Background: an optimization exercise with open tools, aiming at small area. Do not read the settings as production practice.
Only simulation tests tie the RTL to the original design; equivalence was not proved.
Power figures rest on the tool's default switching activity, not on a simulated workload.

==> flow/design.v <==
package pfgm_pkg;
	localparam int SAMPLE_W = 16;
	localparam int GAIN_W   = 17;
endpackage
module pcm_format_gain_mixer #(
	parameter int GAIN_FRAC_BITS = 16
) (
	input  logic                                 clk,
	input  logic                                 arst_n,
	input  logic                                 psel,
	input  logic                                 penable,
	input  logic                                 pwrite,
	input  logic [2:0]                           paddr,
	input  logic [31:0]                          pwdata,
	output logic [31:0]                          prdata,
	output logic                                 pready,
	input  logic                                 in_valid,
	output logic                                 in_stall,
	input  logic                                 active,
	input  logic [2:0]                           sample_format,
	input  logic [31:0]                          sample_word,
	input  logic [pfgm_pkg::GAIN_W-1:0]          source_gain,
	input  logic                                 last_source,
	output logic                                 out_valid,
	input  logic                                 out_stall,
	output logic signed [pfgm_pkg::SAMPLE_W-1:0] mixed_left,
	output logic signed [pfgm_pkg::SAMPLE_W-1:0] mixed_right,
	output logic                                 clipped
);
	localparam logic [1:0] PH_F = 2'd0;   
	localparam logic [1:0] PH_P = 2'd1;   
	localparam logic [1:0] PH_S = 2'd2;   
	logic [16:0] mg_q;
	logic        mg_set;
	logic [16:0] mg_eff;
	logic        wr_ok;
	assign pready = 1'b1;
	assign wr_ok  = psel & penable & pwrite & ~paddr[2] & (~pwdata[16] | ~(|pwdata[15:0]));
	assign mg_eff = mg_set ? mg_q : 17'h10000;
	assign prdata = {15'd0, paddr[2] ? 17'd0 : mg_eff};
	always_ff @(posedge clk) begin
		if (wr_ok) begin
			mg_q <= pwdata[16:0];
		end
	end
	always_ff @(posedge clk or negedge arst_n) begin
		if (!arst_n) begin
			mg_set <= 1'b0;
		end else if (wr_ok) begin
			mg_set <= 1'b1;
		end
	end
	logic [1:0]  ph;
	logic [1:0]  ch;
	logic [4:0]  i;
	logic [4:0]  j;
	logic signed [20:0] acc;
	logic        sticky;
	logic        cy;
	logic        fresh;
	logic        ov;
	logic        clip_q;
	logic [15:0] sum_l;
	logic [15:0] sum_r;
	logic        run;
	logic        cnt_end;
	logic        accept;
	logic        end_diag;
	logic        fin;
	assign run      = in_valid & ~ov;
	assign cnt_end  = (i == 5'd20);
	assign accept   = (ph == PH_F) & (ch == 2'd2) & cnt_end;
	assign in_stall = ~accept;
	assign end_diag = (j == 5'd0) | (i == 5'd16);
	assign fin      = (i == 5'd16) & (j == 5'd16);
	logic        silent;
	logic        sel_hi;
	logic [7:0]  byte_v;
	logic [15:0] smp;
	assign silent = ~active | sample_format[2];
	assign sel_hi = ch[0] & sample_format[0];
	assign byte_v = sel_hi ? sample_word[15:8] : sample_word[7:0];
	assign smp    = sample_format[1] ? (sel_hi ? sample_word[31:16] : sample_word[15:0])
	                                 : {{3{~byte_v[7]}}, byte_v[6:0], 6'd0};
	logic        pb;
	logic [15:0] term;
	logic signed [20:0] addv;
	logic [15:0] sum_c;
	logic        sb;
	logic        r;
	logic        top_in;
	logic        stream;
	logic        sat;
	assign pb     = (ph == PH_P) & ~silent & mg_eff[i] & source_gain[j];
	assign term   = pb ? smp : 16'd0;
	assign addv   = acc + {{5{term[15]}}, term};
	assign sum_c  = ch[0] ? sum_r : sum_l;
	assign sb     = ~fresh & (i[4] ? sum_c[15] : sum_c[0]);
	assign r      = acc[0] ^ sb ^ cy;
	assign top_in = (ph == PH_P) ? addv[20] : ((ph == PH_S) ? r : 1'b0);
	assign stream = cy ? ((i == 5'd15) ? sticky : ~sticky) : acc[0];
	assign sat    = ~((acc[16] == acc[17]) & (acc[17] == acc[18]));
	always_ff @(posedge clk) begin
		if ((ph == PH_P) & ~(end_diag & ~fin)) begin
			acc <= addv;
		end else begin
			acc <= {top_in, addv[20:1]};
		end
	end
	always_ff @(posedge clk) begin
		case (ph)
			PH_P: begin
				if (fin) begin
					cy <= sticky & smp[15] & ~silent;
				end
				if (end_diag & ~fin) begin
					sticky <= sticky | addv[0];
				end
			end
			PH_S: begin
				if (cnt_end) begin
					cy     <= sat;
					sticky <= acc[18];
				end else begin
					cy     <= (acc[0] & sb) | (acc[0] & cy) | (sb & cy);
				end
			end
			default: begin
				if (cnt_end) begin
					sticky <= 1'b0;
				end
			end
		endcase
	end
	logic en_l, en_r;
	assign en_l = ~i[4] & (((ph == PH_S) & (ch == 2'd0)) | ((ph == PH_F) & (ch == 2'd1)));
	assign en_r = ~i[4] & (((ph == PH_S) & (ch == 2'd1)) | ((ph == PH_F) & (ch == 2'd2)));
	always_ff @(posedge clk) begin
		if (en_l) begin
			sum_l <= {(ph == PH_F) ? stream : sum_l[0], sum_l[15:1]};
		end
		if (en_r) begin
			sum_r <= {(ph == PH_F) ? stream : sum_r[0], sum_r[15:1]};
		end
	end
	always_ff @(posedge clk) begin
		if ((ph == PH_S) & cnt_end) begin
			clip_q <= (clip_q & ~(fresh & (ch == 2'd0))) | sat;
		end
	end
	always_ff @(posedge clk or negedge arst_n) begin
		if (!arst_n) begin
			ph <= PH_F;
			ch <= 2'd0;
			i  <= 5'd0;
		end else if (run) begin
			case (ph)
				PH_P: begin
					if (fin) begin
						ph <= PH_S;
						i  <= 5'd0;
					end else if (end_diag) begin
						if (i == 5'd16) begin
							i <= j + 5'd1;
						end else begin
							i <= 5'd0;
						end
					end else begin
						i <= i + 5'd1;
					end
				end
				PH_S: begin
					if (cnt_end) begin
						ph <= PH_F;
						ch <= ch + 2'd1;
						i  <= 5'd0;
					end else begin
						i <= i + 5'd1;
					end
				end
				default: begin
					if (cnt_end) begin
						i <= 5'd0;
						if (ch == 2'd2) begin
							ch <= 2'd0;
						end else begin
							ph <= PH_P;
						end
					end else begin
						i <= i + 5'd1;
					end
				end
			endcase
		end
	end
	always_ff @(posedge clk) begin
		if (run) begin
			if (ph == PH_P) begin
				if (end_diag) begin
					j <= (i == 5'd16) ? 5'd16 : i + 5'd1;
				end else begin
					j <= j - 5'd1;
				end
			end else begin
				j <= 5'd0;
			end
		end
	end
	always_ff @(posedge clk or negedge arst_n) begin
		if (!arst_n) begin
			ov    <= 1'b0;
			fresh <= 1'b1;
		end else begin
			if (accept & in_valid) begin
				ov    <= last_source;
				fresh <= last_source;
			end else if (~out_stall) begin
				ov <= 1'b0;
			end
		end
	end
	assign out_valid   = ov;
	assign mixed_left  = sum_l;
	assign mixed_right = sum_r;
	assign clipped     = clip_q;
endmodule
==> flow/run.sh <==
#!/bin/bash
# synth_recipe.tcl (not shown) runs the flow's synth.tcl, then flattens the netlist and writes it again
# the make line also repeats each setting of config.mk as NAME=value (left out here)
make -C /OpenROAD-flow-scripts/flow DESIGN_CONFIG=/design/flow/config.mk WORK_HOME=/design/flow/orfs CLKGATE_MAP_FILE= SYNTH_SCRIPT=/design/flow/synth_recipe.tcl finish
==> flow/config.mk <==
export PLATFORM = sky130hd
export DESIGN_NAME = pcm_format_gain_mixer
export DESIGN_NICKNAME = pcm_format_gain_mixer
export VERILOG_FILES = /design/flow/design.v
export SDC_FILE = /design/flow/constraint.sdc
export NUM_CORES = 4
export LEC_CHECK = 0
export CAP_MARGIN = 20
export CORE_MARGIN = 2
export CORE_UTILIZATION = 40
export SLEW_MARGIN = 20
==> flow/constraint.sdc <==
create_clock -name core_clock -period 8.0 [get_ports {clk}]
set_input_delay 1.6000 -clock core_clock [delete_from_list [all_inputs] [get_ports {clk}]]
set_output_delay 1.6000 -clock core_clock [all_outputs]
set_load 0.01 [all_outputs]
==> notes.md, run 1 <==
# TYPE chip_impl_metric gauge
chip_impl_metric{name="gr-usage-met1",unit=""} 0.225
chip_impl_metric{name="use_met3",unit=""} 0.0314
chip_impl_metric{name="floorplan.die_area",unit="um2"} 14900
chip_impl_metric{name="total_leakage_power",unit="uW"} 0.00279
chip_impl_metric{name="final_max_slew_viol_count",unit=""} 0
chip_impl_info{name="critPathSlowestCell",value="sky130_fd_sc_hd__mux4_2"} 1
chip_impl_metric{name="grt_pass1_vias",unit=""} 4376
chip_impl_metric{name="fp.dieH",unit="um"} 122
chip_impl_metric{name="reg_power_frac",unit=""} 0.381
chip_impl_metric{name="min_period",unit="ps"} 5630
chip_impl_metric{name="cp_data_arrival_time",unit="ps"} 5870
chip_impl_metric{name="report.final.hold_viol_count",unit=""} 0
chip_impl_metric{name="worst_setup_hold_path_clk_slew",unit="ps"} 70
chip_impl_metric{name="drt-vias-per-instance",unit=""} 5.23
chip_impl_metric{name="synth-warning-count",unit=""} 1
chip_impl_metric{name="die_w",unit="um"} 122
chip_impl_metric{name="routed_wire_length_per_instance",unit="um"} 15.8
chip_impl_metric{name="clock_path_buffers",unit=""} 2
chip_impl_metric{name="dp_hpwl",unit="um"} 10200
chip_impl_info{name="setup_repair_after_global_routing_missed_its_margin",value="no"} 1
chip_impl_metric{name="postCtsResizedCells",unit=""} 0
chip_impl_metric{name="drtIter0Drc",unit=""} 155
chip_impl_metric{name="net-switching-power",unit="uW"} 659
chip_impl_metric{name="setup_violations",unit=""} 0
chip_impl_metric{name="clock_power_share",unit=""} 0.236
chip_impl_metric{name="async_reset_ff_frac",unit=""} 0.133
chip_impl_metric{name="synth_seq_cells",unit=""} 90
chip_impl_info{name="clk_root_buf",value="sky130_fd_sc_hd__clkbuf_16"} 1
chip_impl_info{name="critical_path_class",value="primary input to flop"} 1
chip_impl_metric{name="clock_sinks",unit=""} 90
chip_impl_info{name="critical_path.cell_chain",value="clkdlybuf4s50_1 > mux4_2 > o22ai_1 > a2111oi_4 > o22ai_4 > nor3_1 > ha_1 > fa_1 > a211oi_1 > o21bai_1 > a21oi_1 > o31ai_1 > a21o_1 > a31oi_1 > nor2_1 > o31a_1"} 1
chip_impl_metric{name="grt.overflow.total",unit=""} 0
chip_impl_metric{name="finalClockSkew",unit="ps"} 8.41
chip_impl_metric{name="timing.critical_path.fanout_max",unit=""} 17
chip_impl_metric{name="worst-slew-pin-transition",unit="ps"} 972
chip_impl_metric{name="clock.fmax",unit="MHz"} 178
chip_impl_metric{name="io_pins",unit=""} 164
chip_impl_metric{name="grt_start_max_net_pins",unit=""} 26
chip_impl_metric{name="maxSlewHeadroom",unit=""} 0.350
chip_impl_metric{name="internal-power",unit="uW"} 1130
chip_impl_metric{name="largest_voltage_drop_on_the_vdd_net",unit="V"} 0.000112
chip_impl_metric{name="worstPathBufferInverterCount",unit=""} 1
chip_impl_info{name="crit_path_leading_delay_family",value="compound AO/OA/AOI/OAI gates"} 1
chip_impl_metric{name="core_area",unit="um2"} 13700
chip_impl_metric{name="slowest_delay",unit="ps"} 460
chip_impl_metric{name="initial_core_util",unit=""} 0.406
chip_impl_metric{name="netlist-cell-type-count",unit=""} 69
chip_impl_metric{name="detailedRoute.firstPassIterationCount",unit=""} 4
chip_impl_metric{name="grt_pass1_wl",unit="um"} 21000
chip_impl_metric{name="count_of_unresolved_drc_violations_after_routing",unit=""} 0
chip_impl_metric{name="timing.final.crit_share",unit=""} 0.704
chip_impl_metric{name="place.gp.congestion",unit=""} 0.829
chip_impl_metric{name="clock_tree.htree_level_count",unit=""} 3
chip_impl_metric{name="nets_finish",unit=""} 778
chip_impl_metric{name="areal_power_density_over_the_cells",unit="nW/um2"} 246
chip_impl_metric{name="num-fill-cells",unit=""} 1226
chip_impl_metric{name="place_inst",unit=""} 817
chip_impl_metric{name="fin_setup_tns",unit="ps"} 0
chip_impl_metric{name="antenna_found_initial",unit=""} 0
chip_impl_metric{name="critical_path_required",unit="ps"} 8240
chip_impl_info{name="globalRoute.busiestLayer",value="met2"} 1
chip_impl_metric{name="use_met2",unit=""} 0.315
chip_impl_info{name="timing.critical_path.to_type",value="flop"} 1
chip_impl_metric{name="drt-total-wl",unit="um"} 13200
chip_impl_metric{name="diodes",unit=""} 0
chip_impl_metric{name="cell_rows",unit=""} 43
chip_impl_metric{name="number_of_synthesized_flops_with_an_enable_pin",unit=""} 57
chip_impl_metric{name="post_cts_hold_buffer_count",unit=""} 0
chip_impl_metric{name="post_cts.repair.setup_buffers",unit=""} 0
chip_impl_metric{name="track_usage",unit=""} 0.180
chip_impl_metric{name="netlist_instances",unit=""} 525
chip_impl_metric{name="tritoncts.num_buffers",unit=""} 9
chip_impl_metric{name="ant_nets",unit=""} 0
chip_impl_metric{name="final_layout_size_suffix_gt1_frac",unit=""} 0.0704
chip_impl_metric{name="syn_to_final_growth",unit="%"} 30.4
chip_impl_metric{name="synth_area",unit="um2"} 5570
chip_impl_metric{name="yosysSeqAreaShare",unit=""} 0.437
chip_impl_info{name="worst_setup_path_start_kind",value="primary input"} 1
chip_impl_metric{name="routed-via-count",unit=""} 4359
chip_impl_metric{name="swShare",unit=""} 0.368
chip_impl_metric{name="synth.avg_cell_area",unit="um2"} 10.6
chip_impl_metric{name="max_cap_viol_count",unit=""} 0
chip_impl_metric{name="worst_skew_pair.late_latency",unit="ps"} 350
chip_impl_info{name="clock_tree_from_tritoncts",value="built"} 1
chip_impl_metric{name="count_of_non_filler_cells_in_the_finished_layout",unit=""} 833
chip_impl_metric{name="combinationalPowerShare",unit=""} 0.384
chip_impl_info{name="outcome",value="finished clean"} 1
chip_impl_metric{name="buffer_ports.inserted",unit=""} 130
chip_impl_info{name="postSynth.topFlopCell",value="sky130_fd_sc_hd__edfxtp_1"} 1
chip_impl_info{name="hp-class",value="flop to flop"} 1
==> layer usage <==
metal	part of all wire	vias to the layer above
li1	-	2150
met1	0.44	2087
met2	0.50	112
met3	0.044	10
met4	0.014	0
met5	0	-
==> registers in the layout (all words and copies together), names as in the netlist <==
register and cells:
i 5, mg_set 1, cy 1, j 5, ph 2, fresh 1, sticky 1, acc 21
mg_q 17, sum_l 16, ov 1, sum_r 16, ch 2, clip_q 1
==> metrics by stage <==
step	worst slack [ps]	util	cell area [um2]	hold slack, ps	power (uW)
floorplan	2880	-	5620	447	1190
global placement	2060	0.507	6960	434	1360
detailed placement	1950	0.507	6960	436	1380
CTS	2320	0.529	7260	449	1810
global route	2060	0.529	7260	467	1920
finish	2370	0.529	7260	447	1790
==> final timing paths <==
check                                start  endpoint  slack [ps]  cells after the start
max                        source_gain[12]   acc[15]        2370                     16
min                               sum_r[3]  sum_r[2]         450                      0
max reg2reg                          ph[1]   acc[19]        3270                     15
min reg2reg                       sum_r[3]  sum_r[2]         450                      0
max in group asynchronous           arst_n     ph[1]        5970                      1
min in group asynchronous           arst_n      i[0]        1630                      1
==> kinds of logic after synthesis <==
group                    synth area share
multiplexers                       0.0917
XOR/XNOR                           0.0393
adder cells (fa/ha/maj)            0.0791
buffers and inverters              0.0488
flip-flops                          0.437
AND/OR/NAND/NOR                     0.167
other                             0.00135
AO/OA/AOI/OAI                       0.135
==> cell usage in the layout, fill, tap and decap left out, drive strengths merged, types with 14 or more instances in the layout <==
| cell | instances |
|---|---|
| o21ai | 27 |
| nor3 | 17 |
| nand2 | 50 |
| nor2b | 14 |
| clkdlybuf4s50 | 130 |
| and2 | 21 |
| nor2 | 35 |
| mux2i | 15 |
| mux4 | 15 |
| inv | 17 |
| conb | 16 |
| ha | 32 |
| dfxtp | 21 |
| xnor2 | 15 |
| edfxtp | 57 |
| a21oi | 20 |
| nand3 | 16 |
==> power groups by stage <==
stage,logic (uW),clock network (uW),registers [uW]
floorplan,538,0,651
global placement,674,0,688
detailed placement,685,0,693
CTS,691,433,683
global route,768,452,697
finish,686,421,681
==> area by class of cell <==
type | instances | area (um2) | share of cell area
clock buffers | 9 | 225 | 0.0310
clock inverters | 7 | 72.6 | 0.0100
inverters | 15 | 56.3 | 0.00776
multi-input cells | 398 | 2910 | 0.401
flip-flops and latches | 90 | 2430 | 0.335
well taps | 180 | 225 | 0.0310
repair buffers | 134 | 1330 | 0.183
==> synthesized netlist by cell type (4+ instances only) <==
cell type                  number  share of area
sky130_fd_sc_hd__edfxtp_1      57           0.31
sky130_fd_sc_hd__nand2_1       50          0.034
sky130_fd_sc_hd__nor2_1        35          0.024
sky130_fd_sc_hd__ha_1          32          0.072
sky130_fd_sc_hd__and2_1        21          0.024
sky130_fd_sc_hd__dfxtp_1       21          0.076
sky130_fd_sc_hd__a21oi_1       20          0.018
sky130_fd_sc_hd__nor3_1        17          0.015
sky130_fd_sc_hd__buf_4         16          0.022
sky130_fd_sc_hd__nand3_1       16          0.014
sky130_fd_sc_hd__mux2i_1       15          0.027
sky130_fd_sc_hd__mux4_2        15          0.061
sky130_fd_sc_hd__xnor2_1       15          0.024
sky130_fd_sc_hd__clkbuf_1      14         0.0094
sky130_fd_sc_hd__nor2b_1       14          0.016
sky130_fd_sc_hd__o21ai_0       14          0.013
sky130_fd_sc_hd__inv_1         13         0.0088
sky130_fd_sc_hd__o21ai_1       13          0.012
sky130_fd_sc_hd__dfrtp_1       11          0.049
sky130_fd_sc_hd__xor2_1        10          0.016
sky130_fd_sc_hd__a21o_1         8          0.011
sky130_fd_sc_hd__nand2b_1       8         0.0090
sky130_fd_sc_hd__a211oi_1       6         0.0081
sky130_fd_sc_hd__nor3b_1        6         0.0081
sky130_fd_sc_hd__a31oi_1        5         0.0056
sky130_fd_sc_hd__and3_1         5         0.0056
sky130_fd_sc_hd__a21boi_0       4         0.0054
sky130_fd_sc_hd__buf_2          4         0.0036
sky130_fd_sc_hd__nand4_1        4         0.0045
sky130_fd_sc_hd__nor4_1         4         0.0045
==> run 2: changes to the inputs <==
--- a/flow/design.v
+++ b/flow/design.v
@@ -154,5 +154,5 @@
 			ch <= 2'd0;
 			i  <= 5'd0;
-		end else if (run) begin
+		end else begin
 			case (ph)
 				PH_P: begin
@@ -184,5 +184,5 @@
 						if (ch == 2'd2) begin
 							ch <= 2'd0;
-						end else begin
+						end else if ((ch != 2'd0) | run) begin
 							ph <= PH_P;
 						end
@@ -195,14 +195,12 @@
 	end
 	always_ff @(posedge clk) begin
-		if (run) begin
-			if (ph == PH_P) begin
-				if (end_diag) begin
-					j <= (i == 5'd16) ? 5'd16 : i + 5'd1;
-				end else begin
-					j <= j - 5'd1;
-				end
+		if (ph == PH_P) begin
+			if (end_diag) begin
+				j <= (i == 5'd16) ? 5'd16 : i + 5'd1;
 			end else begin
-				j <= 5'd0;
-			end
+				j <= j - 5'd1;
+			end
+		end else begin
+			j <= 5'd0;
 		end
 	end
--- a/flow/config.mk
+++ b/flow/config.mk
@@ -9,3 +9,4 @@
 export CORE_MARGIN = 2
 export CORE_UTILIZATION = 40
+export CTS_BUF_LIST = sky130_fd_sc_hd__clkbuf_4 sky130_fd_sc_hd__clkbuf_8
 export SLEW_MARGIN = 20
==> run 2 against run 1 <==
Area after synthesis fell by 0.56%. Setup slack got worse by 130 ps. Clock power fell by 14%.
==> notes.md, run 2 <==
# TYPE chip_impl_metric gauge
chip_impl_info{name="outcome",value="finished clean"} 1
chip_impl_metric{name="io_pins",unit=""} 164
chip_impl_info{name="postSynth.topFlopCell",value="sky130_fd_sc_hd__edfxtp_1"} 1
chip_impl_metric{name="detailedRoute.firstPassIterationCount",unit=""} 4
chip_impl_metric{name="grt.overflow.total",unit=""} 0
chip_impl_metric{name="final_max_slew_viol_count",unit=""} 0
chip_impl_metric{name="synth_seq_cells",unit=""} 90
chip_impl_metric{name="place_inst",unit=""} 808
chip_impl_metric{name="track_usage",unit=""} 0.176
chip_impl_metric{name="synth-warning-count",unit=""} 1
chip_impl_metric{name="initial_core_util",unit=""} 0.413
chip_impl_info{name="netlist_top_cells_count",value="sky130_fd_sc_hd__nand2_1 (55), sky130_fd_sc_hd__edfxtp_1 (52), sky130_fd_sc_hd__a21oi_1 (35), sky130_fd_sc_hd__ha_1 (32), sky130_fd_sc_hd__nor2_1 (28)"} 1
chip_impl_metric{name="dp_hpwl",unit="um"} 9970
chip_impl_metric{name="grt_start_max_net_pins",unit=""} 19
chip_impl_metric{name="diodes",unit=""} 0
chip_impl_info{name="post-synth-top-count-cell",value="sky130_fd_sc_hd__nand2_1"} 1
chip_impl_metric{name="max_cap_viol_count",unit=""} 0
chip_impl_metric{name="slowest_delay",unit="ps"} 490
chip_impl_metric{name="yosysSeqAreaShare",unit=""} 0.431
chip_impl_info{name="biggestRegsByFlops",value="acc x21, mg_q x17"} 1
chip_impl_metric{name="count_of_unresolved_drc_violations_after_routing",unit=""} 0
chip_impl_metric{name="worst_skew_pair.late_latency",unit="ps"} 370
chip_impl_metric{name="timing.critical_path.fanout_max",unit=""} 8
chip_impl_metric{name="nets_finish",unit=""} 773
chip_impl_info{name="hp-class",value="flop to flop"} 1
chip_impl_metric{name="post_cts.repair.setup_buffers",unit=""} 0
chip_impl_metric{name="post_cts_hold_buffer_count",unit=""} 0
chip_impl_metric{name="areal_power_density_over_the_cells",unit="nW/um2"} 247
chip_impl_metric{name="buffer_ports.inserted",unit=""} 130
chip_impl_metric{name="clock_path_buffers",unit=""} 2
chip_impl_metric{name="report.final.hold_viol_count",unit=""} 0
chip_impl_metric{name="routed_wire_length_per_instance",unit="um"} 15.4
chip_impl_metric{name="critical_path_required",unit="ps"} 8260
chip_impl_metric{name="synth.avg_cell_area",unit="um2"} 10.6
chip_impl_metric{name="top_area_cell_type_share_of_the_netlist_area",unit=""} 0.282
chip_impl_metric{name="tritoncts.num_buffers",unit=""} 9
chip_impl_metric{name="synth_area",unit="um2"} 5530
chip_impl_metric{name="num-fill-cells",unit=""} 1235
chip_impl_metric{name="netlist-cell-type-count",unit=""} 66
chip_impl_metric{name="total_leakage_power",unit="uW"} 0.00278
chip_impl_info{name="path_common_cell",value="sky130_fd_sc_hd__a21oi_1"} 1
chip_impl_metric{name="core_area",unit="um2"} 13400
chip_impl_metric{name="place.gp.congestion",unit=""} 0.841
chip_impl_info{name="final_common_cell",value="sky130_fd_sc_hd__clkdlybuf4s50_1"} 1
chip_impl_metric{name="min_period",unit="ps"} 5760
chip_impl_info{name="clk_root_buf",value="sky130_fd_sc_hd__clkbuf_8"} 1
chip_impl_metric{name="final_area",unit="um2"} 7130
chip_impl_metric{name="netlist_instances",unit=""} 520
chip_impl_metric{name="number_of_synthesized_flops_with_an_enable_pin",unit=""} 52
chip_impl_metric{name="syn_to_final_growth",unit="%"} 28.9
chip_impl_metric{name="postCtsResizedCells",unit=""} 0
chip_impl_metric{name="clock_tree.htree_level_count",unit=""} 3
chip_impl_info{name="timing.critical_path.to_type",value="flop"} 1
chip_impl_metric{name="floorplan.die_area",unit="um2"} 14800
chip_impl_info{name="critPathSlowestCell",value="sky130_fd_sc_hd__a21oi_1"} 1
chip_impl_metric{name="ant_nets",unit=""} 0
chip_impl_info{name="critical_path.cell_chain",value="clkdlybuf4s50_1 > nor2b_1 > nand2_1 > nor3b_1 > a21oi_1 > a21oi_1 > nand2_1 > a21oi_1 > ha_1 > a211o_1 > o211ai_1 > a211oi_4 > a2111oi_4 > o31ai_2 > mux2_1 > or3_1"} 1
chip_impl_info{name="worst_setup_path_start_kind",value="primary input"} 1
chip_impl_info{name="netlist_top_cells_area",value="sky130_fd_sc_hd__edfxtp_1 (28%), sky130_fd_sc_hd__dfxtp_1 (9.4%), sky130_fd_sc_hd__ha_1 (7.2%)"} 1
chip_impl_info{name="mostFrequentLayoutCells",value="sky130_fd_sc_hd__clkdlybuf4s50_1 (130), sky130_fd_sc_hd__nand2_1 (55), sky130_fd_sc_hd__edfxtp_1 (52)"} 1
chip_impl_metric{name="worst_setup_hold_path_clk_slew",unit="ps"} 90
chip_impl_metric{name="drt-total-wl",unit="um"} 12700
chip_impl_metric{name="setup_violations",unit=""} 0
chip_impl_info{name="top_register",value="acc"} 1
chip_impl_metric{name="drt-vias-per-instance",unit=""} 5.19
chip_impl_metric{name="cp_data_arrival_time",unit="ps"} 6020
chip_impl_metric{name="routed-via-count",unit=""} 4280
chip_impl_metric{name="placedInstanceArea",unit="um2"} 6900
chip_impl_metric{name="maxSlewHeadroom",unit=""} 0.438
chip_impl_metric{name="async_reset_ff_frac",unit=""} 0.133
chip_impl_info{name="setup_repair_after_global_routing_missed_its_margin",value="no"} 1
chip_impl_metric{name="fin_setup_tns",unit="ps"} 0
chip_impl_metric{name="worst-slew-pin-transition",unit="ps"} 843
chip_impl_metric{name="largest_voltage_drop_on_the_vdd_net",unit="V"} 0.000132
chip_impl_metric{name="drtIter0Drc",unit=""} 166
chip_impl_metric{name="final_layout_size_suffix_gt1_frac",unit=""} 0.0941
chip_impl_info{name="clock_tree_from_tritoncts",value="built"} 1
chip_impl_metric{name="antenna_found_initial",unit=""} 0
chip_impl_metric{name="timing.final.crit_share",unit=""} 0.720
chip_impl_metric{name="clock.fmax",unit="MHz"} 174
chip_impl_metric{name="count_of_non_filler_cells_in_the_finished_layout",unit=""} 824
chip_impl_metric{name="grt_pass1_vias",unit=""} 4238
chip_impl_metric{name="finalClockSkew",unit="ps"} 11.3
chip_impl_info{name="synth.largest_area_cell",value="sky130_fd_sc_hd__edfxtp_1"} 1
chip_impl_metric{name="grt_pass1_wl",unit="um"} 20500
chip_impl_metric{name="cell_rows",unit=""} 42
chip_impl_metric{name="largest_register_ffs",unit=""} 21
chip_impl_metric{name="fp.dieH",unit="um"} 122
chip_impl_info{name="critical_path_class",value="primary input to flop"} 1
chip_impl_metric{name="clock_sinks",unit=""} 90
chip_impl_metric{name="die_w",unit="um"} 122
-- run 2: cell count changes after synthesis, moves of 6 or more --
cell                      previous run  this run
sky130_fd_sc_hd__a21oi_1            20        35
sky130_fd_sc_hd__and2_1             21        27
sky130_fd_sc_hd__inv_1              13        20
sky130_fd_sc_hd__mux2_2              1         9
sky130_fd_sc_hd__nor2_1             35        28
sky130_fd_sc_hd__nor2b_1            14         6
sky130_fd_sc_hd__nor3_1             17         4
sky130_fd_sc_hd__o21ai_0            14        21
sky130_fd_sc_hd__o21ai_1            13         0
-- run 2: where the power goes --
part	internal, uW	switching [uW]
logic	341	360
registers	604	91.2
clock network	188	174
total	1130	625
-- run 2: kinds of logic (layout without fill, tap and decap cells) --
| logic type | count (synthesis) | after routing | synth area share |
|---|---|---|---|
| xor+xnor | 23 | 23 | 0.0364 |
| mux | 34 | 34 | 0.0961 |
| fa+ha+maj | 34 | 34 | 0.0796 |
| flops | 90 | 90 | 0.431 |
| simple gates | 165 | 165 | 0.149 |
| buf+inv | 56 | 170 | 0.0563 |
| other cells | 2 | 16 | 0.00136 |
| compound gates | 116 | 116 | 0.151 |
-- run 2: final timing paths --
path | start | endpoint | slack [ps] | cells past startpoint
min | sum_r[7] | sum_r[6] | 460 | 0
max | active | acc[19] | 2240 | 16
max in group asynchronous | arst_n | ov | 5980 | 1
min reg2reg | sum_r[7] | sum_r[6] | 460 | 0
min in group asynchronous | arst_n | i[3] | 1610 | 1
max reg2reg | ph[1] | acc[19] | 3020 | 16
-- run 2: critical path: cells and delay by family --
kind | cells | cell delay [ps]
AO/OA/AOI/OAI | 8 | 2230
adder cells (fa/ha/maj) | 1 | 300
buffers and inverters | 1 | 450
multiplexers | 1 | 310
AND/OR/NAND/NOR | 5 | 1130
-- run 2: area by class of cell --
type,count,area (um2),area share
Clock inverter,6,93.8,0.0132
Multi-Input combinational cell,388,2890,0.405
Timing Repair Buffer,134,1330,0.187
Tap cell,176,220,0.0309
Sequential cell,90,2380,0.334
Inverter,20,75.1,0.0105
Clock buffer,10,138,0.0193
-- run 2: stage by stage --
step | total power, uW | hold WS, ps | utilization | worst slack [ps]
floorplan | 1210 | 466 | - | 2990
detailed placement | 1410 | 436 | 0.515 | 1780
global placement | 1390 | 434 | 0.514 | 1790
CTS | 1780 | 463 | 0.532 | 2160
global route | 1880 | 466 | 0.532 | 1860
finish | 1760 | 460 | 0.532 | 2240
-- run 2: layer usage --
layer  vias to the layer above  global-route usage  share of wire
met5                         -                   0              0
met4                         0              0.0560          0.012
met3                        10              0.0286          0.040
met2                        98               0.284           0.48
met1                      2047               0.244           0.47
li1                       2125                   -              -
==> run 3: changes to the inputs <==
==> flow/flow/run.sh (new file) <==
#!/bin/bash
# The standard layout, with the port buffers made of the smallest buffer cell
# instead of the resizer's default choice.
set -euo pipefail
bash standard.sh "BUFFER_PORTS_ARGS=-buffer_cell sky130_fd_sc_hd__buf_1" finish > make_finish.log 2>&1
==> flow/standard.sh (new file) <==
#!/bin/bash
# synth_recipe.tcl (not shown) runs the flow's synth.tcl, then flattens the netlist and writes it again
# the make line also repeats each setting of config.mk as NAME=value (left out here)
make -C /OpenROAD-flow-scripts/flow DESIGN_CONFIG=/design/flow/config.mk WORK_HOME=/design/flow/orfs CLKGATE_MAP_FILE= SYNTH_SCRIPT=/design/flow/synth_recipe.tcl "${@:-finish}"
removed: flow/run.sh
==> run 3 against run 2 <==
Combinational power decreased by 8.7%. Routed wire length decreased by 3.9%. First-iteration DRC count increased by 1.8%. Sequential cell count unchanged. Core utilization decreased by 6.2 points. Sequential share of layout area increased by 4.4 points. Fmax increased by 6.1%. Clock power decreased by 3%. Global-route usage decreased by 0.78 points. Non-clock buffer count decreased by 1.
==> notes.md, run 3 <==
# TYPE chip_impl_metric gauge
chip_impl_info{name="critical_path_class",value="primary input to flop"} 1
chip_impl_metric{name="final_max_slew_viol_count",unit=""} 0
chip_impl_metric{name="critical_path_required",unit="ps"} 8280
chip_impl_metric{name="post_cts_hold_buffer_count",unit=""} 0
chip_impl_metric{name="place_inst",unit=""} 807
chip_impl_info{name="synth.largest_area_cell",value="sky130_fd_sc_hd__edfxtp_1"} 1
chip_impl_metric{name="clock_path_buffers",unit=""} 2
chip_impl_metric{name="worst-slew-pin-transition",unit="ps"} 816
chip_impl_metric{name="max_cap_viol_count",unit=""} 0
chip_impl_metric{name="largest_register_ffs",unit=""} 21
chip_impl_metric{name="report.final.hold_viol_count",unit=""} 0
chip_impl_metric{name="syn_to_final_growth",unit="%"} 14.0
chip_impl_metric{name="clock_sinks",unit=""} 90
chip_impl_metric{name="grt_pass1_vias",unit=""} 4134
chip_impl_metric{name="async_reset_ff_frac",unit=""} 0.133
chip_impl_info{name="clock_tree_from_tritoncts",value="built"} 1
chip_impl_info{name="critPathSlowestCell",value="sky130_fd_sc_hd__a21oi_1"} 1
chip_impl_metric{name="drt-vias-per-instance",unit=""} 5.17
chip_impl_metric{name="initial_core_util",unit=""} 0.413
chip_impl_info{name="top_register",value="acc"} 1
chip_impl_metric{name="netlist-cell-type-count",unit=""} 66
chip_impl_info{name="hp-class",value="flop to flop"} 1
chip_impl_info{name="crit_path_leading_delay_family",value="compound AO/OA/AOI/OAI gates"} 1
chip_impl_metric{name="drtIter0Drc",unit=""} 169
chip_impl_metric{name="synth_area",unit="um2"} 5530
chip_impl_metric{name="netlist_instances",unit=""} 520
chip_impl_info{name="post-synth-top-count-cell",value="sky130_fd_sc_hd__nand2_1"} 1
chip_impl_metric{name="floorplan.die_area",unit="um2"} 14800
chip_impl_metric{name="diodes",unit=""} 0
chip_impl_metric{name="synth_seq_cells",unit=""} 90
chip_impl_metric{name="die_w",unit="um"} 122
chip_impl_metric{name="worst_skew_pair.late_latency",unit="ps"} 380
chip_impl_metric{name="total_leakage_power",unit="uW"} 0.00241
chip_impl_metric{name="core_area",unit="um2"} 13400
chip_impl_metric{name="synth.avg_cell_area",unit="um2"} 10.6
chip_impl_metric{name="nets_finish",unit=""} 772
chip_impl_metric{name="count_of_non_filler_cells_in_the_finished_layout",unit=""} 823
chip_impl_info{name="timing.rr.end",value="acc[19]"} 1
chip_impl_metric{name="reg2reg_slack",unit="ps"} 2960
chip_impl_info{name="netlist_top_cells_area",value="sky130_fd_sc_hd__edfxtp_1 (28%), sky130_fd_sc_hd__dfxtp_1 (9.4%), sky130_fd_sc_hd__ha_1 (7.2%)"} 1
chip_impl_metric{name="worstPathBufferInverterCount",unit=""} 1
chip_impl_metric{name="tritoncts.num_buffers",unit=""} 9
chip_impl_metric{name="drt-total-wl",unit="um"} 12200
chip_impl_metric{name="worst_setup_hold_path_clk_slew",unit="ps"} 100
chip_impl_metric{name="count_of_unresolved_drc_violations_after_routing",unit=""} 0
chip_impl_metric{name="grt.overflow.total",unit=""} 0
chip_impl_metric{name="buffer_ports.inserted",unit=""} 130
chip_impl_metric{name="cell_rows",unit=""} 42
chip_impl_info{name="biggestRegsByFlops",value="acc x21, mg_q x17"} 1
chip_impl_metric{name="areal_power_density_over_the_cells",unit="nW/um2"} 267
chip_impl_info{name="postSynth.topFlopCell",value="sky130_fd_sc_hd__edfxtp_1"} 1
chip_impl_metric{name="fin_setup_tns",unit="ps"} 0
chip_impl_metric{name="setup_slack",unit="ps"} 2570
chip_impl_metric{name="post_cts.repair.setup_buffers",unit=""} 0
chip_impl_metric{name="final_area",unit="um2"} 6310
chip_impl_metric{name="clock.fmax",unit="MHz"} 184
chip_impl_metric{name="track_usage",unit=""} 0.168
chip_impl_metric{name="grt_start_max_net_pins",unit=""} 19
chip_impl_info{name="path_common_cell",value="sky130_fd_sc_hd__a21oi_1"} 1
chip_impl_info{name="outcome",value="finished clean"} 1
chip_impl_info{name="clk_root_buf",value="sky130_fd_sc_hd__clkbuf_8"} 1
chip_impl_metric{name="postCtsResizedCells",unit=""} 0
chip_impl_metric{name="final_layout_size_suffix_gt1_frac",unit=""} 0.0943
chip_impl_metric{name="synth-warning-count",unit=""} 1
chip_impl_metric{name="place.gp.congestion",unit=""} 0.830
chip_impl_metric{name="maxSlewHeadroom",unit=""} 0.456
chip_impl_metric{name="cp_data_arrival_time",unit="ps"} 5710
chip_impl_info{name="worst_setup_path_start_kind",value="primary input"} 1
chip_impl_metric{name="timing.critical_path.fanout_max",unit=""} 8
chip_impl_info{name="final_common_cell",value="sky130_fd_sc_hd__buf_1"} 1
chip_impl_metric{name="number_of_synthesized_flops_with_an_enable_pin",unit=""} 52
chip_impl_info{name="setup_repair_after_global_routing_missed_its_margin",value="no"} 1
chip_impl_metric{name="dp_hpwl",unit="um"} 9530
chip_impl_metric{name="top_area_cell_type_share_of_the_netlist_area",unit=""} 0.282
chip_impl_metric{name="slowest_delay",unit="ps"} 500
chip_impl_info{name="regToRegStartpoint",value="ph[1]"} 1
chip_impl_metric{name="worst_reg2reg_path_length_in_cells",unit=""} 16
chip_impl_info{name="critical_path.cell_chain",value="buf_1 > nor2b_1 > nand2_1 > nor3b_1 > a21oi_1 > a21oi_1 > nand2_1 > a21oi_1 > ha_1 > a211o_1 > o211ai_1 > a211oi_4 > a2111oi_4 > o31ai_2 > mux2_1 > or3_1"} 1
chip_impl_metric{name="fp.dieH",unit="um"} 122
chip_impl_metric{name="antenna_found_initial",unit=""} 0
chip_impl_metric{name="min_period",unit="ps"} 5430
chip_impl_metric{name="grt_pass1_wl",unit="um"} 19500
chip_impl_metric{name="largest_voltage_drop_on_the_vdd_net",unit="V"} 0.000111
chip_impl_metric{name="placedInstanceArea",unit="um2"} 6080
chip_impl_metric{name="ant_nets",unit=""} 0
chip_impl_metric{name="detailedRoute.firstPassIterationCount",unit=""} 4
chip_impl_metric{name="yosysSeqAreaShare",unit=""} 0.431
chip_impl_info{name="min_to",value="sum_r[1]"} 1
chip_impl_metric{name="min_delay_path_depth",unit=""} 0
chip_impl_info{name="netlist_top_cells_count",value="sky130_fd_sc_hd__nand2_1 (55), sky130_fd_sc_hd__edfxtp_1 (52), sky130_fd_sc_hd__a21oi_1 (35), sky130_fd_sc_hd__ha_1 (32), sky130_fd_sc_hd__nor2_1 (28)"} 1
chip_impl_metric{name="setup_slack_at_placement",unit="ps"} 2150
chip_impl_info{name="timing.critical_path.to_type",value="flop"} 1
chip_impl_metric{name="routed_wire_length_per_instance",unit="um"} 14.8
chip_impl_info{name="mostFrequentLayoutCells",value="sky130_fd_sc_hd__buf_1 (130), sky130_fd_sc_hd__nand2_1 (55), sky130_fd_sc_hd__edfxtp_1 (52)"} 1
chip_impl_metric{name="io_pins",unit=""} 164
chip_impl_metric{name="timing.final.crit_share",unit=""} 0.679
chip_impl_info{name="timing.hold.worst.start",value="sum_r[2]"} 1
chip_impl_metric{name="clock_tree.htree_level_count",unit=""} 3
chip_impl_metric{name="setup_violations",unit=""} 0
chip_impl_metric{name="post-layout-total-power",unit="uW"} 1690
chip_impl_metric{name="routed-via-count",unit=""} 4256
chip_impl_metric{name="finalClockSkew",unit="ps"} 12.4
run 3: cell type report:
cell class / count / area [um2]
clock buffer: 9 / 124
tap: 176 / 220
inverter: 20 / 75.1
multi-input combinational: 388 / 2890
fill: 1309 / 7090
sequential: 90 / 2380
clock inverter: 7 / 101
timing repair buffer: 133 / 510
run 3: worst reg2reg max path: cells and delay by family (launching register included):
family,cells,cell delay (ps)
DFF,1,400
muxes,1,320
AOI/OAI and AO/OA,8,2260
adders and majority gates,2,870
and+or+nand+nor,4,980
buffers and inverters,1,110
run 3: cell families after synthesis:
kind of cell,after synthesis,synth area share
DFF,90,0.431
other,2,0.00136
buffers and inverters,56,0.0563
AOI/OAI and AO/OA,116,0.151
muxes,34,0.0961
and+or+nand+nor,165,0.149
adders and majority gates,34,0.0796
xor gates and xnor gates,23,0.0364
run 3: power by group:
part,switching [uW],internal [uW]
Combinational,357,284
Sequential,90.7,604
Clock,174,178
Total,621,1070
run 3: how the worst max path moves through the flow:
stage	startpoint	to	cells after the start	slack [ps]
2_1_floorplan	source_gain[1]	acc[19]	14	2990
3_3_place_gp	active	acc[19]	16	2180
3_5_place_dp	active	acc[19]	16	2150
4_1_cts	active	acc[19]	16	2540
5_1_grt	active	acc[19]	16	2210
6_report	active	acc[19]	16	2570
run 3: through the flow:
stage | util | hold WS [ps]
floorplan | - | 466
global placement | 0.454 | 432
detailed placement | 0.454 | 430
CTS | 0.471 | 451
global route | 0.471 | 475
finish | 0.471 | 452
run 3: layer usage:
metal	part of all wire	routed length [um]	track usage
met1	0.46	5590	0.214
met2	0.48	5910	0.286
met3	0.044	537	0.0360
met4	0.014	169	0.0546
met5	0	0	0
==> run 4: changes to the inputs <==
==> flow/flow/run.sh (replaced) <==
#!/bin/bash
# The standard layout with two changes:
#  - synthesis maps the logic with an area-oriented ABC script (flow/abc_map.script)
#    in place of ORFS's speed script; everything else in synthesis is unchanged;
#  - the port buffers are made of the smallest buffer cell.
set -euo pipefail
rm -rf scripts_abc
cp -r "$FLOW_HOME/scripts" scripts_abc
cp flow/abc_map.script scripts_abc/abc_speed.script
bash standard.sh "SCRIPTS_DIR=$PWD/scripts_abc" "BUFFER_PORTS_ARGS=-buffer_cell sky130_fd_sc_hd__buf_1" finish > make_finish.log 2>&1
==> flow/flow/abc_map.script (new file) <==
&get -n
&st
&dch
&nf -R 1000
&put
==> run 4 against run 3 <==
Sequential share of layout area is 2.4 points higher. Critical path depth up 6. Combinational power decreased by 82%. Critical path type unchanged. Highest routed layer unchanged.
==> notes.md, run 4 <==
# TYPE chip_impl_metric gauge
chip_impl_metric{name="worst-slew-pin-transition",unit="ps"} 779
chip_impl_metric{name="tritoncts.num_buffers",unit=""} 9
chip_impl_info{name="outcome",value="finished clean"} 1
chip_impl_metric{name="synth-warning-count",unit=""} 1
chip_impl_info{name="timing.hold.worst.start",value="sum_r[3]"} 1
chip_impl_metric{name="final_max_slew_viol_count",unit=""} 0
chip_impl_metric{name="ant_nets",unit=""} 0
chip_impl_metric{name="die_w",unit="um"} 117
chip_impl_metric{name="setup_violations",unit=""} 0
chip_impl_metric{name="clock_path_buffers",unit=""} 2
chip_impl_metric{name="clock_tree.htree_level_count",unit=""} 3
chip_impl_metric{name="use_met3",unit=""} 0.0483
chip_impl_info{name="synth.largest_area_cell",value="sky130_fd_sc_hd__edfxtp_1"} 1
chip_impl_info{name="netlist_top_cells_area",value="sky130_fd_sc_hd__edfxtp_1 (31%), sky130_fd_sc_hd__dfxtp_1 (10%), sky130_fd_sc_hd__ha_1 (7.9%)"} 1
chip_impl_metric{name="post_cts_hold_buffer_count",unit=""} 0
chip_impl_metric{name="gr-usage-met1",unit=""} 0.216
chip_impl_metric{name="drtIter0Drc",unit=""} 224
chip_impl_metric{name="async_reset_ff_frac",unit=""} 0.133
chip_impl_metric{name="worst_skew_pair.late_latency",unit="ps"} 380
chip_impl_metric{name="synth.avg_cell_area",unit="um2"} 9.81
chip_impl_metric{name="num-fill-cells",unit=""} 1254
chip_impl_metric{name="antenna_found_initial",unit=""} 0
chip_impl_metric{name="detailedRoute.firstPassIterationCount",unit=""} 4
chip_impl_metric{name="final_util",unit=""} 0.474
chip_impl_metric{name="grt_start_max_net_pins",unit=""} 35
chip_impl_metric{name="max_cap_viol_count",unit=""} 0
chip_impl_metric{name="fp.dieH",unit="um"} 117
chip_impl_metric{name="yosysSeqAreaShare",unit=""} 0.470
chip_impl_info{name="final_common_cell",value="sky130_fd_sc_hd__buf_1"} 1
chip_impl_info{name="worst_setup_path_start_kind",value="primary input"} 1
chip_impl_metric{name="min_period",unit="ps"} 6370
chip_impl_metric{name="clock_sinks",unit=""} 90
chip_impl_metric{name="number_of_synthesized_flops_with_an_enable_pin",unit=""} 52
chip_impl_metric{name="areal_power_density_over_the_cells",unit="nW/um2"} 156
chip_impl_info{name="post-synth-top-count-cell",value="sky130_fd_sc_hd__nand2_1"} 1
chip_impl_info{name="clock_tree_from_tritoncts",value="built"} 1
chip_impl_metric{name="largest_voltage_drop_on_the_vdd_net",unit="V"} 0.000111
chip_impl_info{name="mostFrequentLayoutCells",value="sky130_fd_sc_hd__buf_1 (130), sky130_fd_sc_hd__nand2_1 (87), sky130_fd_sc_hd__a21oi_1 (59)"} 1
chip_impl_metric{name="drt-total-wl",unit="um"} 11300
chip_impl_metric{name="nets_finish",unit=""} 791
chip_impl_metric{name="routed_wire_length_per_instance",unit="um"} 13.5
chip_impl_info{name="hp-class",value="flop to flop"} 1
chip_impl_metric{name="synth_area",unit="um2"} 5070
chip_impl_metric{name="grt_pass1_wl",unit="um"} 18000
chip_impl_metric{name="postCtsResizedCells",unit=""} 0
chip_impl_metric{name="top_area_cell_type_share_of_the_netlist_area",unit=""} 0.308
chip_impl_metric{name="total_leakage_power",unit="uW"} 0.00227
chip_impl_metric{name="finalClockSkew",unit="ps"} 11.5
chip_impl_info{name="timing.critical_path.to_type",value="flop"} 1
chip_impl_metric{name="core_area",unit="um2"} 12500
chip_impl_info{name="regToRegStartpoint",value="mg_set"} 1
chip_impl_metric{name="largest_register_ffs",unit=""} 21
chip_impl_info{name="postSynth.topFlopCell",value="sky130_fd_sc_hd__edfxtp_1"} 1
chip_impl_metric{name="cp_data_arrival_time",unit="ps"} 6620
chip_impl_metric{name="io_pins",unit=""} 164
chip_impl_metric{name="dp_hpwl",unit="um"} 8690
chip_impl_metric{name="diodes",unit=""} 0
chip_impl_info{name="biggestRegsByFlops",value="acc x21, mg_q x17"} 1
chip_impl_info{name="globalRoute.busiestLayer",value="met2"} 1
chip_impl_metric{name="timing.critical_path.fanout_max",unit=""} 6
chip_impl_metric{name="netlist_instances",unit=""} 517
chip_impl_metric{name="routed-via-count",unit=""} 4248
chip_impl_metric{name="netlist-cell-type-count",unit=""} 43
chip_impl_metric{name="grt.overflow.total",unit=""} 0
chip_impl_info{name="min_to",value="sum_r[2]"} 1
chip_impl_info{name="timing.rr.end",value="acc[20]"} 1
chip_impl_metric{name="maxSlewHeadroom",unit=""} 0.481
chip_impl_metric{name="min_delay_path_depth",unit=""} 0
chip_impl_metric{name="post_cts.repair.setup_buffers",unit=""} 0
chip_impl_info{name="clk_root_buf",value="sky130_fd_sc_hd__clkbuf_8"} 1
chip_impl_metric{name="count_of_unresolved_drc_violations_after_routing",unit=""} 0
chip_impl_metric{name="worst_reg2reg_path_length_in_cells",unit=""} 21
chip_impl_metric{name="place.gp.congestion",unit=""} 0.851
chip_impl_metric{name="syn_to_final_growth",unit="%"} 17.0
chip_impl_metric{name="track_usage",unit=""} 0.169
chip_impl_metric{name="grt_pass1_vias",unit=""} 3878
chip_impl_info{name="setup_repair_after_global_routing_missed_its_margin",value="no"} 1
chip_impl_metric{name="critical_path_required",unit="ps"} 8240
chip_impl_metric{name="worst_setup_hold_path_clk_slew",unit="ps"} 90
chip_impl_metric{name="drt-vias-per-instance",unit=""} 5.07
chip_impl_metric{name="synth_seq_cells",unit=""} 90
chip_impl_metric{name="clock.fmax",unit="MHz"} 157
chip_impl_info{name="netlist_top_cells_count",value="sky130_fd_sc_hd__nand2_1 (87), sky130_fd_sc_hd__a21oi_1 (59), sky130_fd_sc_hd__edfxtp_1 (52), sky130_fd_sc_hd__nor2_1 (48), sky130_fd_sc_hd__o21ai_0 (39)"} 1
chip_impl_info{name="top_register",value="acc"} 1
chip_impl_info{name="critical_path_class",value="primary input to flop"} 1
chip_impl_metric{name="reg2reg_slack",unit="ps"} 2090
chip_impl_metric{name="report.final.hold_viol_count",unit=""} 0
chip_impl_metric{name="fin_setup_tns",unit="ps"} 0
chip_impl_metric{name="final_layout_size_suffix_gt1_frac",unit=""} 0.0480
chip_impl_metric{name="floorplan.die_area",unit="um2"} 13600
chip_impl_metric{name="initial_core_util",unit=""} 0.405
chip_impl_metric{name="cell_rows",unit=""} 41
chip_impl_metric{name="buffer_ports.inserted",unit=""} 130
chip_impl_metric{name="timing.final.crit_share",unit=""} 0.797
chip_impl_metric{name="use_met2",unit=""} 0.283
==> run 4: how the worst max path moves through the flow <==
stage / endpoint / depth (start not counted) / slack, ps / start
4_1_cts: acc[20] / 22 / 1710 / source_gain[13]
2_1_floorplan: acc[19] / 21 / 2170 / source_gain[15]
5_1_grt: acc[20] / 22 / 1190 / source_gain[15]
3_3_place_gp: acc[20] / 22 / 1340 / source_gain[15]
6_report: acc[20] / 22 / 1630 / source_gain[13]
3_5_place_dp: acc[20] / 22 / 1310 / source_gain[13]
==> run 4: through the flow <==
stage | total power, uW | cells | instance area (um2) | hold WS [ps] | setup WS, ps
finish | 924 | 838 | 5930 | 462 | 1630
global route | 973 | 838 | 5930 | 478 | 1190
floorplan | 604 | 531 | 5120 | 447 | 2170
global placement | 636 | 822 | 5750 | 433 | 1340
CTS | 940 | 838 | 5930 | 466 | 1710
detailed placement | 639 | 822 | 5750 | 440 | 1310
==> run 4: cells by family (layout without fill, tap and decap cells) <==
group,count (synthesis),in the layout,synth area share
xor gates and xnor gates,26,26,0.0449
DFF,90,90,0.470
buffers and inverters,31,166,0.0348
adders and majority gates,34,34,0.0868
AOI/OAI and AO/OA,140,140,0.157
other,2,16,0.00148
and+or+nand+nor,178,178,0.150
muxes,16,16,0.0548
==> run 4: power breakdown <==
group | switching (uW) | internal (uW)
Combinational | 66.4 | 47.5
Sequential | 12.3 | 502
Clock | 176 | 119
==> run 4: layer usage <==
| layer | wire length (um) | vias to the layer above |
|---|---|---|
| li1 | - | 2132 |
| met1 | 5160 | 1976 |
| met2 | 5360 | 132 |
| met3 | 684 | 8 |
| met4 | 95 | 0 |
| met5 | 0 | - |
==> run 4: area by class of cell <==
class | count | area, um2 | share of cell area
Tap cell | 172 | 215 | 0.0363
Inverter | 15 | 56.3 | 0.00949
Timing Repair Buffer | 135 | 526 | 0.0886
Sequential cell | 90 | 2380 | 0.402
Multi-Input combinational cell | 410 | 2570 | 0.433
Clock inverter | 7 | 60.1 | 0.0101
Clock buffer | 9 | 124 | 0.0209
==> run 4: worst max-delay path, cell delays in order <==
cell and delay (ps):
sky130_fd_sc_hd__buf_1 80, sky130_fd_sc_hd__mux4_2 440, sky130_fd_sc_hd__mux4_2 480, sky130_fd_sc_hd__o21ai_0 140, sky130_fd_sc_hd__or4_1 250, sky130_fd_sc_hd__clkinv_1 260
sky130_fd_sc_hd__nand2_1 250, sky130_fd_sc_hd__a21oi_1 100, sky130_fd_sc_hd__ha_1 220, sky130_fd_sc_hd__fa_1 410, sky130_fd_sc_hd__nand3_1 100, sky130_fd_sc_hd__nand2_1 90
sky130_fd_sc_hd__a31oi_1 270, sky130_fd_sc_hd__nor2_1 70, sky130_fd_sc_hd__a211oi_1 420, sky130_fd_sc_hd__o21ai_0 220, sky130_fd_sc_hd__a21oi_1 300, sky130_fd_sc_hd__o21ai_0 190
sky130_fd_sc_hd__a31oi_1 290, sky130_fd_sc_hd__o21ai_0 140, sky130_fd_sc_hd__xor2_1 200, sky130_fd_sc_hd__a21oi_1 90
==> run 5: changes to the inputs <==
--- a/flow/design.v
+++ b/flow/design.v
@@ -55,5 +55,6 @@
 	logic [4:0]  i;
 	logic [4:0]  j;
-	logic signed [20:0] acc;
+	logic [4:0]  c;
+	logic signed [16:0] acc;
 	logic        sticky;
 	logic        cy;
@@ -69,5 +70,5 @@
 	logic        fin;
 	assign run      = in_valid & ~ov;
-	assign cnt_end  = (i == 5'd20);
+	assign cnt_end  = (i == 5'd16);
 	assign accept   = (ph == PH_F) & (ch == 2'd2) & cnt_end;
 	assign in_stall = ~accept;
@@ -84,26 +85,39 @@
 	                                 : {{3{~byte_v[7]}}, byte_v[6:0], 6'd0};
 	logic        pb;
+	logic [4:0]  u;
+	logic        tk;
 	logic [15:0] term;
-	logic signed [20:0] addv;
+	logic signed [17:0] addv;
 	logic [15:0] sum_c;
 	logic        sb;
 	logic        r;
+	logic        c17;
+	logic        r17;
 	logic        top_in;
 	logic        stream;
 	logic        sat;
 	assign pb     = (ph == PH_P) & ~silent & mg_eff[i] & source_gain[j];
-	assign term   = pb ? smp : 16'd0;
-	assign addv   = acc + {{5{term[15]}}, term};
+	assign u      = c + {4'd0, pb};
+	assign tk     = (ph == PH_P) & u[0];
+	assign term   = tk ? smp : 16'd0;
+	assign addv   = {acc[16], acc} + {term[15], term, 1'b0};
 	assign sum_c  = ch[0] ? sum_r : sum_l;
 	assign sb     = ~fresh & (i[4] ? sum_c[15] : sum_c[0]);
 	assign r      = acc[0] ^ sb ^ cy;
-	assign top_in = (ph == PH_P) ? addv[20] : ((ph == PH_S) ? r : 1'b0);
+	assign c17    = (acc[0] & sb) | (acc[0] & cy) | (sb & cy);
+	assign r17    = acc[0] ^ sb ^ c17;
+	assign top_in = (ph == PH_P) ? addv[17] : ((ph == PH_S) ? r : 1'b0);
 	assign stream = cy ? ((i == 5'd15) ? sticky : ~sticky) : acc[0];
-	assign sat    = ~((acc[16] == acc[17]) & (acc[17] == acc[18]));
-	always_ff @(posedge clk) begin
-		if ((ph == PH_P) & ~(end_diag & ~fin)) begin
-			acc <= addv;
-		end else begin
-			acc <= {top_in, addv[20:1]};
+	assign sat    = ~((acc[16] == r) & (r == r17));
+	always_ff @(posedge clk) begin
+		if (~((ph == PH_P) & ~end_diag)) begin
+			acc <= {top_in, addv[16:1]};
+		end
+	end
+	always_ff @(posedge clk) begin
+		if (ph == PH_P) begin
+			c <= end_diag ? {1'b0, u[4:1]} : u;
+		end else begin
+			c <= 5'd0;
 		end
 	end
@@ -112,8 +126,8 @@
 			PH_P: begin
 				if (fin) begin
-					cy <= sticky & smp[15] & ~silent;
-				end
-				if (end_diag & ~fin) begin
-					sticky <= sticky | addv[0];
+					cy <= (sticky | acc[0]) & smp[15];
+				end
+				if (end_diag) begin
+					sticky <= sticky | acc[0];
 				end
 			end
@@ -121,7 +135,7 @@
 				if (cnt_end) begin
 					cy     <= sat;
-					sticky <= acc[18];
+					sticky <= r17;
 				end else begin
-					cy     <= (acc[0] & sb) | (acc[0] & cy) | (sb & cy);
+					cy     <= c17;
 				end
 			end
==> run 5 against run 4 <==
Still clean. Final area decreased by 1.0%. Worst hold slack got worse by 4.8 ps. First-iteration DRC count shrank 16%. Routed wire length shrank 0.93%. Sequential cell count up 1. Fmax up 11%. Final cell count down 5.5%. Largest power group unchanged.
==> notes.md, run 5 <==
# TYPE chip_impl_metric gauge
chip_impl_info{name="outcome",value="finished clean"} 1
chip_impl_metric{name="post_cts.repair.setup_buffers",unit=""} 0
chip_impl_info{name="critical_path_class",value="primary input to flop"} 1
chip_impl_metric{name="setup_violations",unit=""} 0
chip_impl_metric{name="max_cap_viol_count",unit=""} 0
chip_impl_metric{name="netlist-cell-type-count",unit=""} 38
chip_impl_info{name="netlist_top_cells_area",value="sky130_fd_sc_hd__edfxtp_1 (41%), sky130_fd_sc_hd__ha_1 (7.2%), sky130_fd_sc_hd__dfrtp_1 (5.5%)"} 1
chip_impl_metric{name="worst_skew_pair.late_latency",unit="ps"} 380
chip_impl_metric{name="number_of_synthesized_flops_with_an_enable_pin",unit=""} 69
chip_impl_metric{name="cell_rows",unit=""} 40
chip_impl_metric{name="postCtsResizedCells",unit=""} 0
chip_impl_metric{name="ant_nets",unit=""} 0
chip_impl_metric{name="synth_seq_cells",unit=""} 91
chip_impl_metric{name="maxSlewHeadroom",unit=""} 0.394
chip_impl_metric{name="total_leakage_power",unit="uW"} 0.00214
chip_impl_metric{name="die_w",unit="um"} 116
chip_impl_metric{name="grt_pass1_vias",unit=""} 3833
chip_impl_metric{name="timing.final.crit_share",unit=""} 0.718
chip_impl_info{name="biggestRegsByFlops",value="acc x17, mg_q x17"} 1
chip_impl_info{name="netlist_top_cells_count",value="sky130_fd_sc_hd__edfxtp_1 (69), sky130_fd_sc_hd__nor2_1 (61), sky130_fd_sc_hd__a21oi_1 (49), sky130_fd_sc_hd__nand2_1 (48), sky130_fd_sc_hd__ha_1 (29)"} 1
chip_impl_metric{name="track_usage",unit=""} 0.170
chip_impl_metric{name="grt_pass1_wl",unit="um"} 18000
chip_impl_metric{name="fin_setup_tns",unit="ps"} 0
chip_impl_metric{name="io_pins",unit=""} 164
chip_impl_metric{name="buffer_ports.inserted",unit=""} 130
chip_impl_metric{name="swShare",unit=""} 0.254
chip_impl_info{name="postSynth.topFlopCell",value="sky130_fd_sc_hd__edfxtp_1"} 1
chip_impl_metric{name="detailedRoute.firstPassIterationCount",unit=""} 4
chip_impl_info{name="mostFrequentLayoutCells",value="sky130_fd_sc_hd__buf_1 (130), sky130_fd_sc_hd__edfxtp_1 (69), sky130_fd_sc_hd__nor2_1 (60)"} 1
chip_impl_metric{name="yosysSeqAreaShare",unit=""} 0.513
chip_impl_metric{name="initial_core_util",unit=""} 0.414
chip_impl_info{name="setup_repair_after_global_routing_missed_its_margin",value="no"} 1
chip_impl_info{name="hp-class",value="flop to flop"} 1
chip_impl_metric{name="areal_power_density_over_the_cells",unit="nW/um2"} 163
chip_impl_metric{name="synth.avg_cell_area",unit="um2"} 10.5
chip_impl_metric{name="setup_slack_at_placement",unit="ps"} 1870
chip_impl_metric{name="grt_start_max_net_pins",unit=""} 29
chip_impl_metric{name="top_area_cell_type_share_of_the_netlist_area",unit=""} 0.413
chip_impl_info{name="worst_setup_path_start_kind",value="primary input"} 1
chip_impl_info{name="clock_tree_from_tritoncts",value="built"} 1
chip_impl_info{name="final_common_cell",value="sky130_fd_sc_hd__buf_1"} 1
chip_impl_metric{name="final_area",unit="um2"} 5870
chip_impl_metric{name="diodes",unit=""} 0
chip_impl_metric{name="report.final.hold_viol_count",unit=""} 0
chip_impl_metric{name="net-switching-power",unit="uW"} 244
chip_impl_metric{name="finalClockSkew",unit="ps"} 10.6
chip_impl_metric{name="synth-warning-count",unit=""} 1
chip_impl_metric{name="dp_hpwl",unit="um"} 8500
chip_impl_metric{name="routed_wire_length_per_instance",unit="um"} 14.1
chip_impl_metric{name="clock.fmax",unit="MHz"} 174
chip_impl_metric{name="drt-total-wl",unit="um"} 11200
chip_impl_metric{name="min_period",unit="ps"} 5750
chip_impl_metric{name="count_of_unresolved_drc_violations_after_routing",unit=""} 0
chip_impl_metric{name="core_area",unit="um2"} 12100
chip_impl_metric{name="drt-vias-per-instance",unit=""} 5.10
chip_impl_metric{name="clock_sinks",unit=""} 91
chip_impl_metric{name="fp.dieH",unit="um"} 116
chip_impl_metric{name="grt.overflow.total",unit=""} 0
chip_impl_metric{name="largest_voltage_drop_on_the_vdd_net",unit="V"} 0.000135
chip_impl_info{name="clk_root_buf",value="sky130_fd_sc_hd__clkbuf_8"} 1
chip_impl_metric{name="routed-via-count",unit=""} 4038
chip_impl_metric{name="worst_setup_hold_path_clk_slew",unit="ps"} 90
chip_impl_info{name="timing.critical_path.to_type",value="flop"} 1
chip_impl_metric{name="clock_path_buffers",unit=""} 2
chip_impl_info{name="post-synth-top-count-cell",value="sky130_fd_sc_hd__edfxtp_1"} 1
chip_impl_metric{name="post-layout-total-power",unit="uW"} 959
chip_impl_metric{name="post_cts_hold_buffer_count",unit=""} 0
chip_impl_metric{name="floorplan.die_area",unit="um2"} 13400
chip_impl_metric{name="nets_finish",unit=""} 747
chip_impl_metric{name="final_max_slew_viol_count",unit=""} 0
chip_impl_metric{name="combinationalPowerShare",unit=""} 0.115
==> run 5: cell types whose count changed after synthesis, moves of 6 or more <==
cell                       change
sky130_fd_sc_hd__and2_0        +6
sky130_fd_sc_hd__o22ai_1       +6
sky130_fd_sc_hd__nand2_1      -39
sky130_fd_sc_hd__o32ai_1       +8
sky130_fd_sc_hd__dfxtp_1      -16
sky130_fd_sc_hd__o21ai_0      -12
sky130_fd_sc_hd__a21oi_1      -10
sky130_fd_sc_hd__edfxtp_1     +17
sky130_fd_sc_hd__nor2_1       +13
==> run 5: routing by layer <==
| metal | routed length, um | global-route usage | vias to the layer above |
|---|---|---|---|
| li1 | - | - | 2025 |
| met4 | 95 | 0.0413 | 0 |
| met1 | 4920 | 0.216 | 1897 |
| met3 | 657 | 0.0539 | 8 |
| met2 | 5520 | 0.286 | 108 |
| met5 | 0 | 0 | - |
==> run 5: power groups by stage <==
| stage | logic (uW) | registers [uW] | clock network (uW) |
|---|---|---|---|
| 3_3_place_gp | 107 | 542 | 0 |
| 3_5_place_dp | 110 | 543 | 0 |
| 4_1_cts | 110 | 532 | 328 |
| 5_1_grt | 124 | 534 | 343 |
| 6_report | 110 | 532 | 317 |
| 2_1_floorplan | 78.5 | 540 | 0 |
==> run 5: critical path, stage by stage <==
cell,delay (ps)
sky130_fd_sc_hd__buf_1,60
sky130_fd_sc_hd__mux4_2,220
sky130_fd_sc_hd__o22ai_1,70
sky130_fd_sc_hd__a2111oi_0,410
sky130_fd_sc_hd__a31oi_1,130
sky130_fd_sc_hd__nor4_1,450
sky130_fd_sc_hd__ha_1,250
sky130_fd_sc_hd__nand3_1,380
sky130_fd_sc_hd__nor2_1,230
sky130_fd_sc_hd__ha_1,210
sky130_fd_sc_hd__fa_1,230
sky130_fd_sc_hd__nand3_1,120
sky130_fd_sc_hd__a21oi_1,160
sky130_fd_sc_hd__nor2b_1,90
sky130_fd_sc_hd__o31ai_1,430
sky130_fd_sc_hd__a31oi_1,240
sky130_fd_sc_hd__o31ai_1,340
sky130_fd_sc_hd__xnor2_1,170
sky130_fd_sc_hd__a21oi_1,80
==> run 5: kinds of logic after synthesis <==
family	share of synthesized area
flops	0.513
buf+inv	0.0367
xor+xnor	0.0437
compound gates	0.149
mux	0.0270
other cells	0.00150
simple gates	0.145
fa+ha+maj	0.0844
==> run 5: final cells by class <==
class | instances | area (um2)
tap | 168 | 210
inverter | 17 | 63.8
clock buffer | 10 | 131
multi-input combinational | 367 | 2310
timing repair buffer | 133 | 510
sequential | 91 | 2570
fill | 1145 | 6240
clock inverter | 6 | 67.6
==> run 5: worst paths after layout <==
kind / from / to / slack, ps / depth (start not counted)
setup / recovery: source_gain[11] / acc[16] / 2250 / 19
hold / removal: sum_r[2] / sum_r[1] / 460 / 0
setup reg to reg: mg_set / acc[16] / 2600 / 21
hold reg to reg: sum_r[2] / sum_r[1] / 460 / 0
max in group asynchronous: arst_n / mg_set / 6260 / 1
min in group asynchronous: arst_n / ov / 1250 / 1
==> run 5: per-stage QoR <==
step,hold slack [ps],utilization,std cells
detailed placement,433,0.468,776
floorplan,463,-,491
global placement,433,0.468,776
finish,457,0.485,792
CTS,460,0.485,792
global route,471,0.485,792

-- static timing again, ports no longer ideal --
In the flow no input, the clock included, has a driving cell. The finished layouts below were timed again as built, in two steps.
Step 1 sets driving cells, clkbuf_16 on the clock port and buf_2 on the other inputs (assumed; they add their load-dependent delay and slew).
Step 2 also shifts input and output timing later by t, the mid clock arrival at the registers, as if the neighbouring blocks saw the same clock.
Slacks: ideal / step 1 / step 2; pairs: ideal / step 1.
run | shift t [ns] | slack for setup (ns) | hold WS [ns]
run 1 | 0.388 | 2.370 / 2.388 / 2.000 | 0.447 / 0.447 / 0.447
run 2 | 0.401 | 2.237 / 2.246 / 1.845 | 0.460 / 0.460 / 0.460
run 3 | 0.413 | 2.570 / 2.583 / 2.170 | 0.452 / 0.452 / 0.452
run 4 | 0.407 | 1.626 / 1.640 / 1.233 | 0.462 / 0.462 / 0.462
run 5 | 0.405 | 2.255 / 2.261 / 1.856 | 0.457 / 0.457 / 0.457
After both steps setup and hold are still met in every run listed. The setup slack of run 3, which loses most, moves by +0.013 ns with the drivers and by -0.400 ns with both steps.
